From an optimization exercise on the open Yosys and OpenROAD flow, aimed at small area, a short achievable clock period and few clock cycles per item; shortcuts taken in it are not production practice. Only simulation tests tie the RTL to the original design; equivalence was not proved. Power is estimated from default activity; no workload was simulated.

== v21 ==
==> flow/design.v (excerpt) <==
module uniform_grid_derivative
(
    input  wire logic                       i_clk,
    input  wire logic                       i_rst_n,
    input  wire logic                       i_cfg_wr_en,
    input  wire logic [ugd_pkg::TOL_W-1:0]           i_cfg_wr_data,
    input  wire logic                       i_in_valid,
    output logic                            o_in_ready,
    input  wire logic signed [ugd_pkg::SAMPLE_W-1:0] i_voltage_sample,
    input  wire logic signed [ugd_pkg::SAMPLE_W-1:0] i_current_sample,
    input  wire logic                       i_sequence_end,
    output logic                            o_out_valid,
    input  wire logic                       i_out_ready,
    output logic signed [ugd_pkg::SAMPLE_W-1:0]      o_derivative,
    output logic [ugd_pkg::ERR_W-1:0]                o_error_code,
    output logic                            o_run_last
);
Size: roughly 120 I/O pins.
make LEC_CHECK=0 CAP_MARGIN=20 CORE_MARGIN=2 CORE_UTILIZATION=60 SETUP_SLACK_MARGIN=2.25 SLEW_MARGIN=20 SYNTH_HIERARCHICAL=1 finish   # period 7.0 ns
run.sh (not shown) runs the stock make flow with config.mk's settings and CLKGATE_MAP_FILE= SYNTH_SCRIPT=/design/flow/synth_recipe.tcl, a recipe that flattens the netlist after the stock synthesis.
v21: all stages complete, timing, DRC and antenna checks passed
Testbench counts of v21, summed over its fixed seeds: cycles 39,783, items 3,235.
> inputs changed (v21 -> v20)
--- a/flow/config.mk
+++ b/flow/config.mk
@@ -10,3 +10,3 @@
 export CORE_UTILIZATION = 60
-export SETUP_SLACK_MARGIN = 2.25
+export SETUP_SLACK_MARGIN = 2.5
 export SLEW_MARGIN = 20
==> results.txt <==
v20 vs. v21: cell internal power dissipation went up by 29 µW. Diff v20 and v21: power higher in v20. Going from v21 to v20, part of the cycle the worst path needs shrinks by 1.5 points. The final reports for v20 and v21 show share of final layout cell area taken by non-clock buffers higher in the former. [compare] base=v21 new=v20: total of plain and repair buffers excluding clock buffers up about 22%; depth of the worst hold-timing path flat; sequential share of cell area down 1.4 points; combined flip-flop and latch cell area flat; final hold slack down 11 ps.
Relative to v20, the following input files were edited for v2:
--- a/flow/config.mk
+++ b/flow/config.mk
@@ -10,3 +10,3 @@
 export CORE_UTILIZATION = 60
-export SETUP_SLACK_MARGIN = 2.5
+export SETUP_SLACK_MARGIN = 3.0
 export SLEW_MARGIN = 20
Notes after the runs:
As far as number of hold-repair buffers added at the cts stage goes, v20 and v2 are indistinguishable; the numbers are identical.
Against v20, v2 reports a cell-internal power that is higher.
The run showing the greater number of buffers and inverters on the critical path is v20.
Worst hold margin in v2 is 7.5 ps above v20.
NOTE maximum frequency v20->v2 increased by a few percent
v2 ends up with a first-pass GRT wire length that is about 7% higher than in v20.
On worst-skew pair later-pin latency, v2 tracks v20 almost exactly.
Taking v20 as the reference, in v2 power per unit of standard cell area now larger; share of power burned in registers has decreased; sequential-to-total area share from yosys stat has remained practically unchanged.

========
uniform_grid_derivative again, from the RTL that the note above started with.
clock: 7.0 ns
lec_check: 0
cap_margin: 20
core_margin: 2
core_utilization: 60
setup_slack_margin: 2.4
slew_margin: 20
synth_hierarchical: 1
The starting point passed the timing, design-rule and antenna checks.
Testbench counts at the start, summed over its fixed seeds: cycles 39,783, items 3,235.
==> next run, changes <==
Settings changed: PLACE_DENSITY from default to 0.75, SETUP_SLACK_MARGIN 2.4 to 2.5.
After rerunning: The changed run ran to the end with no violations; synthesized area is unchanged; die area does not change; fmax falls by a few percent; cell area rose by a few percent; first-iteration DRC count went up by about a fifth; utilization is higher by 4.7 points; clock power came out higher by roughly a tenth; count of clock-buffer cells in the layout decreases by 5; cell count came out higher by a few percent; power is higher by a little under a tenth; routed wire length grows by a few percent.
==> next run, changes <==
Settings changed: PLACE_DENSITY 0.75 to default, SETUP_SLACK_MARGIN 2.5 to 2.25, TNS_END_PERCENT from default to 10.
Flip-flop and latch count is unchanged.
Wire length falls by 9.7%.
Worst hold slack stays flat.
Register-to-register slack improves by 0.08 ns.
Total power goes down by about 10%.
Combinational power went down by about 17%.
Clock-buffer cell count shrinks by 1.
Global-route usage shrinks by 2.2 points.
Worst setup slack improves by 0.022 ns.
==> next run, changes <==
Settings changed: SETUP_SLACK_MARGIN 2.25 to 2.0, TNS_END_PERCENT 10 to default.
The changed run produced a clean layout.
Wire length stays flat.
Maximum frequency falls by a few percent.
Design area falls slightly.
Power rises by a few percent.
Via count falls slightly.
Synthesized cell count is unchanged.
Critical path depth is unchanged.
Synthesized area does not change.

## static timing again, ports no longer ideal
In the flow no input, the clock included, has a driving cell. The finished layouts below were timed again as built, in two steps.
Step 1 sets driving cells, clkbuf_16 on the clock port and buf_2 on the other inputs (assumed; they add their load-dependent delay and slew).
Step 2, shift: input delay + t, output delay - t, t = (earliest + latest rising clock arrival at the registers) / 2. This alone moves slack from input paths to output paths.
Slacks: ideal ports / drivers / drivers and shift; pairs: ideal ports / drivers.
run | t (ns) | setup WS [ns] | hold slack, ns
v21 | 0.645 | 2.370 / 2.405 / 1.760 | 0.458 / 0.458 / 0.458
v20 | 0.641 | 2.473 / 2.473 / 1.879 | 0.447 / 0.447 / 0.447
v2 | 0.654 | 2.596 / 2.596 / 2.076 | 0.455 / 0.455 / 0.455
the first run of note 2 | 0.651 | 2.454 / 2.456 / 1.836 | 0.447 / 0.447 / 0.447
the second run of note 2 | 0.599 | 2.284 / 2.284 / 1.878 | 0.450 / 0.450 / 0.450
the third run of note 2 | 0.645 | 2.306 / 2.340 / 1.694 | 0.448 / 0.448 / 0.448
the fourth run of note 2 | 0.661 | 2.104 / 2.137 / 1.476 | 0.450 / 0.450 / 0.450
After both steps every run listed still meets setup and hold. The setup slack of the fourth run of note 2, which loses most, moves by +0.033 ns with the drivers and by -0.628 ns with both steps.
